This design comes from an exercise in tuning for small area on the open sky130 flow, not from production work.
Power and IR drop assume default switching activity.

alpha:
==> flow/design.v <==
`timescale 1ns/1ps
`default_nettype none
module vis_accumulator (
  input  logic        vis_clock,
  input  logic        vis_reset,
  input  logic        rst_d,       
  input  logic        frame_end,   
  input  logic        sig_valid_i,
  input  logic [3:0]  sig_idata_i,
  input  logic [3:0]  sig_qdata_i,
  input  logic [5:0]  pend,        
  input  logic [5:0]  sel,         
  output logic [11:0] word_o       
);
  localparam logic [11:0] BASE_A = {2'd2, 2'd1, 2'd1, 2'd0, 2'd0, 2'd0};
  localparam logic [11:0] BASE_B = {2'd3, 2'd3, 2'd2, 2'd3, 2'd2, 2'd1};
  logic [5:0] inc_f;
  logic [5:0] inc_g;
  logic [5:0] cnt_f [6];
  logic [5:0] cnt_g [6];
  always_comb begin
    for (int k = 0; k < 6; k++) begin
      logic ai, aq, bi, bq, e;
      ai = sig_idata_i[BASE_A[2*k +: 2]];
      aq = sig_qdata_i[BASE_A[2*k +: 2]];
      bi = sig_idata_i[BASE_B[2*k +: 2]];
      bq = sig_qdata_i[BASE_B[2*k +: 2]];
      e  = bi ^ bq;
      inc_f[k] = sig_valid_i && !(bi ^ (e ? ai : aq));
      inc_g[k] = sig_valid_i && (e ? (aq ^ bq) : (ai ^ bi));
    end
  end
  genvar gk;
  generate
    for (gk = 0; gk < 6; gk++) begin : g_base
      localparam int PW = (gk == 5) ? 4 : 3;
      logic [PW-1:0] pnd_f;
      logic [PW-1:0] pnd_g;
      logic          take;
      logic          hold;
      assign take = sel[gk] || rst_d;
      assign hold = pend[gk] && !sel[gk];
      always_ff @(posedge vis_clock) begin
        cnt_f[gk] <= (take ? 6'(pnd_f) : cnt_f[gk]) + 6'(inc_f[gk] && !hold);
        cnt_g[gk] <= (take ? 6'(pnd_g) : cnt_g[gk]) + 6'(inc_g[gk] && !hold);
        if (vis_reset || frame_end) begin
          pnd_f <= '0;
          pnd_g <= '0;
        end else begin
          pnd_f <= pnd_f + PW'(inc_f[gk] && pend[gk]);
          pnd_g <= pnd_g + PW'(inc_g[gk] && pend[gk]);
        end
      end
    end
  endgenerate
  always_comb begin
    word_o = '0;
    for (int k = 0; k < 6; k++) begin
      word_o = word_o | ({cnt_f[k], cnt_g[k]} & {12{sel[k]}});
    end
  end
endmodule
`default_nettype wire
`timescale 1ns/1ps
`default_nettype none
module vis_fifo #(
  parameter int W = 13
) (
  input  logic        vis_clock,
  input  logic        vis_reset,
  input  logic        wr_i,
  input  logic [W-1:0] word_i,
  input  logic        ready_i,
  output logic        valid_o,
  output logic [W-1:0] word_o,     
  output logic        overflow_o
);
  logic [W-1:0] sh [9];
  logic [3:0]  count;
  logic        full;
  logic        push;
  logic        pop;
  assign full    = count[3];   
  assign valid_o = (count != 4'd0);
  assign push    = wr_i && !full;
  assign pop     = valid_o && ready_i;
  assign word_o  = sh[count];
  always_ff @(posedge vis_clock) begin
    if (push) begin
      sh[0] <= word_i;
      for (int i = 1; i < 9; i++) sh[i] <= sh[i-1];
    end
  end
  always_ff @(posedge vis_clock) begin
    if (vis_reset) begin
      count      <= '0;
      overflow_o <= 1'b0;
    end else begin
      count <= count + 4'(push) - 4'(pop);
      if (wr_i && full) overflow_o <= 1'b1;
    end
  end
endmodule
`default_nettype wire
`timescale 1ns/1ps
`default_nettype none
module byte_serializer (
  input  logic        vis_clock,
  input  logic        vis_reset,
  input  logic        valid_i,
  input  logic [12:0] word_i,
  input  logic        m_tready_i,
  output logic        ready_o,
  output logic        m_tvalid_o,
  output logic [7:0]  m_tdata_o,
  output logic        m_tlast_o
);
  logic        busy;
  logic [2:0]  idx;
  logic [11:0] sw;
  logic        slast;
  logic [6:0]  dv;
  assign ready_o = !busy;
  always_ff @(posedge vis_clock) begin
    if (vis_reset) begin
      busy <= 1'b0;
      idx  <= '0;
    end else if (valid_i && !busy) begin
      busy <= 1'b1;
      idx  <= '0;
    end else if (busy && m_tready_i) begin
      idx <= idx + 1'b1;
      if (idx == 3'd7) busy <= 1'b0;
    end
  end
  assign {sw, slast} = word_i;
  logic [6:0] sum;
  assign sum = {1'b0, sw[11:6]} + ({1'b0, sw[5:0]} ^ {7{idx[2]}}) + 7'(idx[2]);
  assign dv  = idx[2] ? sum : {sum[6:5] - 2'd1, sum[4:0]};
  assign m_tvalid_o = busy;
  assign m_tdata_o  = (idx[1:0] == 2'd0) ? {dv, 1'b0} : {8{dv[6]}};
  assign m_tlast_o  = busy && slast && (idx == 3'd7);
endmodule
`default_nettype wire
`timescale 1ns/1ps
`default_nettype none
module toy_correlator (
  input  logic       vis_clock,
  input  logic       vis_reset,
  input  logic       sig_valid_i,
  input  logic [3:0] sig_idata_i,
  input  logic [3:0] sig_qdata_i,
  input  logic       m_tready_i,
  output logic       vis_start_o,
  output logic       vis_frame_o,
  output logic       m_tvalid_o,
  output logic [7:0] m_tdata_o,
  output logic       m_tlast_o,
  output logic       vis_overflow_o
);
  logic [2:0] wcnt;      
  logic [1:0] blk;       
  logic       rst_d;     
  logic       block_done;
  logic       frame_end;
  assign block_done = sig_valid_i && (wcnt == 3'd7);
  assign frame_end  = block_done && (blk == 2'd3) && !vis_reset;
  always_ff @(posedge vis_clock) begin
    rst_d <= vis_reset;
    if (vis_reset) begin
      wcnt        <= '0;
      blk         <= '0;
      vis_start_o <= 1'b0;
      vis_frame_o <= 1'b0;
    end else begin
      if (sig_valid_i) wcnt <= wcnt + 1'b1;
      if (block_done) blk <= blk + 1'b1;
      vis_start_o <= block_done && !vis_frame_o;
      if (block_done) vis_frame_o <= 1'b1;
    end
  end
  logic [6:0] pend;
  logic [2:0] ph;
  logic       strobe;
  logic [5:0] sel;
  logic       wr;
  assign strobe = pend[6] && (ph == 3'd1);
  assign wr     = strobe && !pend[0];
  always_comb begin
    for (int k = 0; k < 6; k++) sel[k] = strobe && pend[k+1] && !pend[k];
  end
  always_ff @(posedge vis_clock) begin
    ph <= frame_end ? 3'd0 : ph + 1'b1;
    if (vis_reset) begin
      pend <= '0;
    end else if (frame_end) begin
      pend <= '1;
    end else if (strobe) begin
      pend <= {pend[5:0], 1'b0};
    end
  end
  logic [11:0] acc_word;
  logic [10:0] acc_code;
  logic        q_valid;
  logic        q_ready;
  logic [11:0] q_code;
  logic [12:0] q_word;
  logic        x5, y5;
  logic [4:0]  ca, cb;
  assign x5       = acc_word[11];
  assign y5       = acc_word[5];
  assign acc_code = (x5 || y5) ? {1'b1, x5, y5, 3'b000, (y5 && !x5) ? acc_word[10:6] : acc_word[4:0]}
                               : {1'b0, acc_word[10:6], acc_word[4:0]};
  assign {ca, cb} = q_code[10:1];
  assign q_word   = q_code[11] ? {ca[4], ca[4] ? 5'd0 : cb, ca[3], ca[3] ? 5'd0 : cb, q_code[0]}
                               : {1'b0, ca, 1'b0, cb, q_code[0]};
  vis_accumulator u_accum (
    .vis_clock   (vis_clock),
    .vis_reset   (vis_reset),
    .rst_d       (rst_d),
    .frame_end   (frame_end),
    .sig_valid_i (sig_valid_i),
    .sig_idata_i (sig_idata_i),
    .sig_qdata_i (sig_qdata_i),
    .pend        (pend[6:1]),
    .sel         (sel),
    .word_o      (acc_word)
  );
  vis_fifo #(.W(12)) u_fifo (
    .vis_clock  (vis_clock),
    .vis_reset  (vis_reset),
    .wr_i       (wr),
    .word_i     ({acc_code, sel[5]}),
    .ready_i    (q_ready),
    .valid_o    (q_valid),
    .word_o     (q_code),
    .overflow_o (vis_overflow_o)
  );
  byte_serializer u_serializer (
    .vis_clock  (vis_clock),
    .vis_reset  (vis_reset),
    .valid_i    (q_valid),
    .word_i     (q_word),
    .m_tready_i (m_tready_i),
    .ready_o    (q_ready),
    .m_tvalid_o (m_tvalid_o),
    .m_tdata_o  (m_tdata_o),
    .m_tlast_o  (m_tlast_o)
  );
endmodule
`default_nettype wire
make LEC_CHECK=0 ABC_AREA=1 CAP_MARGIN=20 CORE_MARGIN=2 CORE_UTILIZATION=60 CTS_BUF_LIST=sky130_fd_sc_hd__clkbuf_16 CTS_CLUSTER_DIAMETER=80 CTS_CLUSTER_SIZE=28 SLEW_MARGIN=20 finish   # period 6.0 ns
run.sh (not shown) runs the stock make flow with config.mk's settings and CLKGATE_MAP_FILE= SYNTH_SCRIPT=/design/flow/synth_recipe.tcl, a recipe that flattens the netlist after the stock synthesis.
What beta does differently from alpha at the input level:
diff --git a/flow/design.v b/flow/design.v
--- a/flow/design.v
+++ b/flow/design.v
@@ -60,46 +60,45 @@
     end
   end
 endmodule
 `default_nettype wire
 `timescale 1ns/1ps
 `default_nettype none
-module vis_fifo #(
-  parameter int W = 13
-) (
+module vis_fifo (
   input  logic        vis_clock,
   input  logic        vis_reset,
   input  logic        wr_i,
-  input  logic [W-1:0] word_i,
+  input  logic [12:0] word_i,
   input  logic        ready_i,
   output logic        valid_o,
-  output logic [W-1:0] word_o,     
+  output logic [12:0] word_o,
   output logic        overflow_o
 );
-  logic [W-1:0] sh [9];
-  logic [3:0]  count;
+  logic [12:0] mem [8];
+  logic [2:0]  wp;
+  logic [2:0]  rp;
   logic        full;
   logic        push;
   logic        pop;
-  assign full    = count[3];   
-  assign valid_o = (count != 4'd0);
+  assign valid_o = full || (wp != rp);
   assign push    = wr_i && !full;
   assign pop     = valid_o && ready_i;
-  assign word_o  = sh[count];
-  always_ff @(posedge vis_clock) begin
-    if (push) begin
-      sh[0] <= word_i;
-      for (int i = 1; i < 9; i++) sh[i] <= sh[i-1];
-    end
-  end
-  always_ff @(posedge vis_clock) begin
-    if (vis_reset) begin
-      count      <= '0;
+  assign word_o  = mem[rp];
+  always_ff @(posedge vis_clock) begin
+    if (push) mem[wp] <= word_i;
+  end
+  always_ff @(posedge vis_clock) begin
+    if (vis_reset) begin
+      wp         <= '0;
+      rp         <= '0;
+      full       <= 1'b0;
       overflow_o <= 1'b0;
     end else begin
-      count <= count + 4'(push) - 4'(pop);
+      if (push) wp <= wp + 1'b1;
+      if (pop) rp <= rp + 1'b1;
+      full <= full ? !pop : (push && !pop && (3'(wp + 1'b1) == rp));
       if (wr_i && full) overflow_o <= 1'b1;
     end
   end
 endmodule
 `default_nettype wire
 `timescale 1ns/1ps
@@ -130,13 +129,15 @@
       idx  <= '0;
     end else if (busy && m_tready_i) begin
       idx <= idx + 1'b1;
       if (idx == 3'd7) busy <= 1'b0;
     end
   end
-  assign {sw, slast} = word_i;
+  always_ff @(posedge vis_clock) begin
+    if (valid_i && !busy) {sw, slast} <= word_i;
+  end
   logic [6:0] sum;
   assign sum = {1'b0, sw[11:6]} + ({1'b0, sw[5:0]} ^ {7{idx[2]}}) + 7'(idx[2]);
   assign dv  = idx[2] ? sum : {sum[6:5] - 2'd1, sum[4:0]};
   assign m_tvalid_o = busy;
   assign m_tdata_o  = (idx[1:0] == 2'd0) ? {dv, 1'b0} : {8{dv[6]}};
   assign m_tlast_o  = busy && slast && (idx == 3'd7);
@@ -197,46 +198,35 @@
       pend <= '1;
     end else if (strobe) begin
       pend <= {pend[5:0], 1'b0};
     end
   end
   logic [11:0] acc_word;
-  logic [10:0] acc_code;
   logic        q_valid;
   logic        q_ready;
-  logic [11:0] q_code;
   logic [12:0] q_word;
-  logic        x5, y5;
-  logic [4:0]  ca, cb;
-  assign x5       = acc_word[11];
-  assign y5       = acc_word[5];
-  assign acc_code = (x5 || y5) ? {1'b1, x5, y5, 3'b000, (y5 && !x5) ? acc_word[10:6] : acc_word[4:0]}
-                               : {1'b0, acc_word[10:6], acc_word[4:0]};
-  assign {ca, cb} = q_code[10:1];
-  assign q_word   = q_code[11] ? {ca[4], ca[4] ? 5'd0 : cb, ca[3], ca[3] ? 5'd0 : cb, q_code[0]}
-                               : {1'b0, ca, 1'b0, cb, q_code[0]};
   vis_accumulator u_accum (
     .vis_clock   (vis_clock),
     .vis_reset   (vis_reset),
     .rst_d       (rst_d),
     .frame_end   (frame_end),
     .sig_valid_i (sig_valid_i),
     .sig_idata_i (sig_idata_i),
     .sig_qdata_i (sig_qdata_i),
     .pend        (pend[6:1]),
     .sel         (sel),
     .word_o      (acc_word)
   );
-  vis_fifo #(.W(12)) u_fifo (
+  vis_fifo u_fifo (
     .vis_clock  (vis_clock),
     .vis_reset  (vis_reset),
     .wr_i       (wr),
-    .word_i     ({acc_code, sel[5]}),
+    .word_i     ({acc_word, sel[5]}),
     .ready_i    (q_ready),
     .valid_o    (q_valid),
-    .word_o     (q_code),
+    .word_o     (q_word),
     .overflow_o (vis_overflow_o)
   );
   byte_serializer u_serializer (
     .vis_clock  (vis_clock),
     .vis_reset  (vis_reset),
     .valid_i    (q_valid),
==> comparison <==
Comparing alpha and beta, the higher worst hold slack was measured on beta. beta against alpha; sequential power is up by a few percent. [compare] base=alpha new=beta: synthesized area shows an increase of 760 um2, detailed-routed wire length on met3 shows an increase of 53 um, met1 track utilization from global routing shows a reduction of 0.80 points, instance count after placement with tap cells included shows an increase of about 16%. NOTE detailed route wirelength on metal2 alpha->beta increased by more than 10%. alpha → beta: global-route met3 utilization lost 0.61 points, share of total power in combinational logic lost 23 points.
Function was not checked in any run of this note: the RTL went through the layout flow alone.

-- what the ideal ports hide --
The flow's constraints put no driver on any port. The routed layouts listed below were extracted and timed again, unchanged, in two steps. Step 1: set_driving_cell puts a clkbuf_16 on vis_clock and a buf_2 on each other input, an assumption about the parent block. Step 2 adds t to the input delays and takes it off the output delays; t is the mean of the earliest and latest rising clock arrival at the registers after step 1. Input paths then give back, and output paths get back, about the clock's delay inside the block. Three values: no drivers, after step 1, after step 2; two values: the first two.
run	t, ns	slack for setup (ns)	clock arrival spread, ns
alpha	0.534	0.330 / 0.283 / 0.818	0.029 / 0.029
beta	0.530	1.799 / 1.753 / 2.283	0.019 / 0.019
After both steps setup and hold are still met in every run listed.
